Context: an optimization exercise on an open-source flow, tuned for a short achievable clock period and few clock cycles. The choices shown serve that exercise and are no tape-out recipe. Function was checked by simulation only, so behaviour that the tests miss may differ from the original. Power and IR drop assume default switching activity.

== before ==
// avr_top
module avr_top (
	input wire logic clk,
	input wire logic reset,
	input wire logic [15:0] cdata,
	input wire logic [7:0] data_read,
	output logic [15:0] pc,
	output logic [15:0] dmem_addr,
	output logic dmem_wen,
	output logic dmem_ren,
	output logic [7:0] dmem_wdata
);
	avr_mem_pkg::dmem_req_t dmem;
	avr_mem_pkg::addr_t pc_next;
	avr_cpu u_cpu (
		.clk(clk),
		.reset(reset),
		.cdata(cdata),
		.data_read(data_read),
		.pc_next(pc_next),
		.dmem(dmem)
	);
	always_ff @(posedge clk) begin
		pc <= pc_next;
	end
	assign dmem_addr = dmem.addr;
	assign dmem_wen = dmem.wen;
	assign dmem_ren = dmem.ren;
	assign dmem_wdata = dmem.wdata;
endmodule
For scale: roughly 5000 cells after synthesis, ~890 flip-flops, roughly 0.048 mm2 of cells after synthesis.
clock: 10.0 ns
lec_check: 0
abc_clock_period_in_ps: 2500
cap_margin: 30
core_margin: 2
core_utilization: 40
setup_slack_margin: 5
slew_margin: 20
synth_hierarchical: 1
standard.sh (not shown) runs the stock make flow with config.mk's settings and CLKGATE_MAP_FILE= SYNTH_SCRIPT=/design/flow/synth_recipe.tcl, a recipe that flattens the netlist after the stock synthesis.
==> flow/flow/run.sh <==
#!/bin/bash
# Standard synthesis and layout; only the setup repair target is raised, so
# repair_timing keeps working on the paths after they meet the clock.
set -euo pipefail
bash standard.sh synth > synth.log 2>&1
bash standard.sh SETUP_SLACK_MARGIN=6.5 finish > layout.log 2>&1
Testbench counts of before, summed over its fixed seeds: cycles 142,018.
For after, these inputs were changed with respect to before:
diff --git a/flow/design.v b/flow/design.v
--- a/flow/design.v
+++ b/flow/design.v
@@ -296,14 +296,14 @@
 	localparam logic [2:0] R_SWAP = 3'd5;
 	localparam logic [2:0] R_SHR = 3'd6;
 	localparam logic [1:0] F_NONE = 2'd0;
 	localparam logic [1:0] F_ARITH = 2'd1;
 	localparam logic [1:0] F_LOGIC = 2'd2;
 	localparam logic [1:0] F_SHIFT = 2'd3;
-	localparam int BT_N = 8;
-	localparam int BT_W = 3;
+	localparam int BT_N = 4;
+	localparam int BT_W = 2;
 	function automatic logic [16:0] padd(input logic [15:0] a, input logic [15:0] b, input logic ci);
 		logic [15:0] g;
 		logic [15:0] p;
 		logic [15:0] gg;
 		logic [15:0] pp;
 		logic [15:0] c;
Results
- after went all the way through synthesis, placement and routing and the layout is clean on timing, DRC and antenna.
- In the metrics for after and before, the one carrying the lower clock power share is after.
- [compare] base=before new=after: overall power of the completed layout lower, count of flip-flops and latches fell by 16%.
- after reports a lower share of synthesized cell area in and, or, nand and nor gates than before does.
- [compare] base=before new=after: area used by sequential logic in the layout shows a reduction of 20%, met3 capacity usage during global routing shows a reduction of 0.92 points.
Testbench counts of after, summed over its fixed seeds: cycles 142,365.

* * *

v17:
avr_top, a different RTL version from the one above (not shown whole).
Size in the first run: roughly 5,000 cells after synthesis, roughly 68 I/O pins, ~44,000 µm² of cells after synthesis.
Design avr_top, start of the top module:
module avr_top (
	input wire logic clk,
	input wire logic reset,
	input wire logic [15:0] cdata,
	input wire logic [7:0] data_read,
	output logic [15:0] pc,
	output logic [15:0] dmem_addr,
	output logic dmem_wen,
	output logic dmem_ren,
	output logic [7:0] dmem_wdata
);
export LEC_CHECK = 0
export ABC_CLOCK_PERIOD_IN_PS = 2500
export CAP_MARGIN = 30
export CORE_MARGIN = 2
export CORE_UTILIZATION = 40
export SETUP_SLACK_MARGIN = 5
export SLEW_MARGIN = 20
export SYNTH_HIERARCHICAL = 1
create_clock -name core_clock -period 10.0 [get_ports {clk}]
Scripts as last shown in full above: flow/flow/run.sh
Testbench counts of v17, summed over its fixed seeds: cycles 142,365.
Changes in v23 relative to v17:
--- a/flow/design.v
+++ b/flow/design.v
@@ -292,20 +292,20 @@
 	localparam logic [2:0] R_OR = 3'd2;
 	localparam logic [2:0] R_EOR = 3'd3;
 	localparam logic [2:0] R_PASS = 3'd4;
 	localparam logic [2:0] R_SWAP = 3'd5;
 	localparam logic [2:0] R_SHR = 3'd6;
 	localparam logic [1:0] F_NONE = 2'd0;
 	localparam logic [1:0] F_ARITH = 2'd1;
 	localparam logic [1:0] F_LOGIC = 2'd2;
 	localparam logic [1:0] F_SHIFT = 2'd3;
-	localparam int BT_N = 4;
-	localparam int BT_W = 2;
+	localparam int BT_N = 8;
+	localparam int BT_W = 3;
 	function automatic logic [16:0] padd(input logic [15:0] a, input logic [15:0] b, input logic ci);
 		logic [15:0] g;
 		logic [15:0] p;
 		logic [15:0] gg;
 		logic [15:0] pp;
 		logic [15:0] c;
 		g = a & b;
 		p = a ^ b;
 		gg = g;
@@ -630,19 +630,26 @@
 	logic taken;
 	logic [15:0] pc_d;
 	logic fv_d;
 	always_comb begin
 		br_w = d_go & i_br;
 		rj_w = d_go & i_rjmp;
 		dfr = br_w & (e_la_q | e_lb_q);
 		redir_e = fv_q & ~mis & (rj_w != pred_q);
 		nxt_n = bt_hit ? bt_tgt : pc_inc;
-		if (rj_pend_q) begin
+		if (reset) begin
+			tk1 = 1'b0;
+			tk0 = 1'b0;
+			pc_c1 = 16'd0;
+			pc_c0 = 16'd0;
+			fv_c1 = 1'b0;
+			fv_c0 = 1'b0;
+		end else if (rj_pend_q) begin
 			tk1 = 1'b0;
 			tk0 = 1'b0;
 			pc_c1 = rj_tgt_q;
 			pc_c0 = rj_tgt_q;
 			fv_c1 = 1'b0;
 			fv_c0 = 1'b0;
 		end else if (mis) begin
 			tk1 = 1'b0;
 			tk0 = 1'b0;
@@ -683,26 +690,28 @@
 		.tk0(tk0),
 		.target(target),
 		.pc_c1(pc_c1),
 		.pc_c0(pc_c0),
 		.fv_c1(fv_c1),
 		.fv_c0(fv_c0),
 		.pc_d(pc_d),
 		.fv_d(fv_d)
 	);
-	assign pc_next = reset ? 16'd0 : pc_d;
+	assign pc_next = pc_d;
 	always_ff @(posedge clk) begin
 		fa_q <= pc_q;
 		fa1_q <= pc_inc;
 		frp_q <= padd_frp[3:0];
 		frm_q <= padd_frm[3:0];
 		fbp_q <= padd_fbp[8:0];
 		fbm_q <= padd_fbm[8:0];
+		pc_q <= pc_d;
+		fv_q <= fv_d;
 		res_q <= res;
 		res_qn <= ~res;
 		wl_dest_q <= e_dest_q;
 		rj_tgt_q <= t_rj;
 		bu_rj_q <= i_rjmp & ~def_q;
 		pidx_q <= bt_idx;
 		bu_tag_q <= def_q ? def_fa_q : fa_q;
 		bu_tgt_q <= def_q ? def_tgt_q : target;
 		bu_tk_q <= def_q ? def_cond : taken;
@@ -710,20 +719,18 @@
 		bu_idx_q <= def_q ? def_idx_q : pidx_q;
 		def_b1_q <= bsel1;
 		def_b0_q <= bsel0;
 		def_pred_q <= pred_q;
 		def_idx_q <= pidx_q;
 		def_fa_q <= fa_q;
 		def_fa1_q <= fa1_q;
 		def_tgt_q <= target;
 		if (reset) begin
-			pc_q <= '0;
-			fv_q <= 1'b0;
 			pred_q <= 1'b0;
 			rj_pend_q <= 1'b0;
 			sec_q <= 1'b0;
 			def_q <= 1'b0;
 			e_v_q <= 1'b0;
 			e_fcls_q <= F_NONE;
 			e_la_q <= 1'b0;
 			e_lb_q <= 1'b0;
 			ld1_v_q <= 1'b0;
@@ -738,20 +745,18 @@
 			wl_q <= 1'b0;
 		end else begin
 			wl_q <= e_wr & e_late;
 			sreg_q <= sreg_n;
 			ld2_v_q <= ld1_v_q;
 			ld2_reg_q <= ld1_reg_q;
 			ld1_v_q <= 1'b0;
 			dw_q <= 1'b0;
 			dr_q <= 1'b0;
-			pc_q <= pc_d;
-			fv_q <= fv_d;
 			pred_q <= bt_hit;
 			def_q <= dfr;
 			rj_pend_q <= redir_e & rj_w;
 			bu_br_q <= def_q | (d_go & (i_br | i_rjmp) & ~dfr);
 			bu_bad_q <= ~def_q & fv_q & pred_q & ~mis & ~(d_go & (i_br | i_rjmp));
 			if (bu_br_q) begin
 				if (bu_tk_q) begin
 					if (bu_pred_q) begin
 						if (bt_ctr_q[bu_idx_q] != 2'd3) bt_ctr_q[bu_idx_q] <= bt_ctr_q[bu_idx_q] + 2'd1;
- v17 ended up with pc[5] as its end point of the critical path; v23 ended up with u_cpu.sdat_q[4].
- Summary of v23 over v17: non-clock buffer count shrank by 56; sequential share of layout area grew by 4.3 points; cell area grew by about 10%; wire length of the first global-routing pass shrank by about 0.54%; via count grew by 2.7%.
- Measured against each other, v17 and v23 differ in multiplexer fraction of the synthesized cell area, the higher figure coming from v23.
- Final-layout clock-cell area share delta (v17 -> v23): insignificant
- Comparing share of the final layout cell area in multi-input gates for v17 and v23, the smaller number came from v23.
- Compared with v17, v23 shows relative slew slack lower by 1.4 points.
Testbench counts of v23, summed over its fixed seeds: cycles 142,018.

-- static timing again, ports no longer ideal --
Ports are ideal in the flow. The routed layouts listed here were re-timed in OpenROAD.
Step 1: set_driving_cell puts a clkbuf_16 on clk and a buf_2 on each other input, an assumption about the parent block.
Step 2 moves the port delays by t, midway between the first and last clock arrival at a register: inputs arrive t later, outputs are due t later. That takes back most of the time a late clock gives input paths.
a / b / c = ideal ports / drivers / drivers and shift; a / b = the first two.
| run | t (ns) | setup WS [ns] | worst setup path at the end | pins driven straight from the clock port |
|---|---|---|---|---|
| before | 0.778 | 5.832 / 5.844 / 5.066 | input to register | 1 |
| after | 0.765 | 5.703 / 5.712 / 4.947 | input to register | 1 |
| v17 | 0.782 | 5.816 / 5.816 / 5.037 | input to register | 1 |
| v23 | 0.813 | 5.758 / 5.785 / 4.972 | input to register | 1 |
After both steps every run listed still meets setup and hold. The setup slack of v23, which loses most, moves by +0.027 ns with the drivers and by -0.786 ns with both steps.
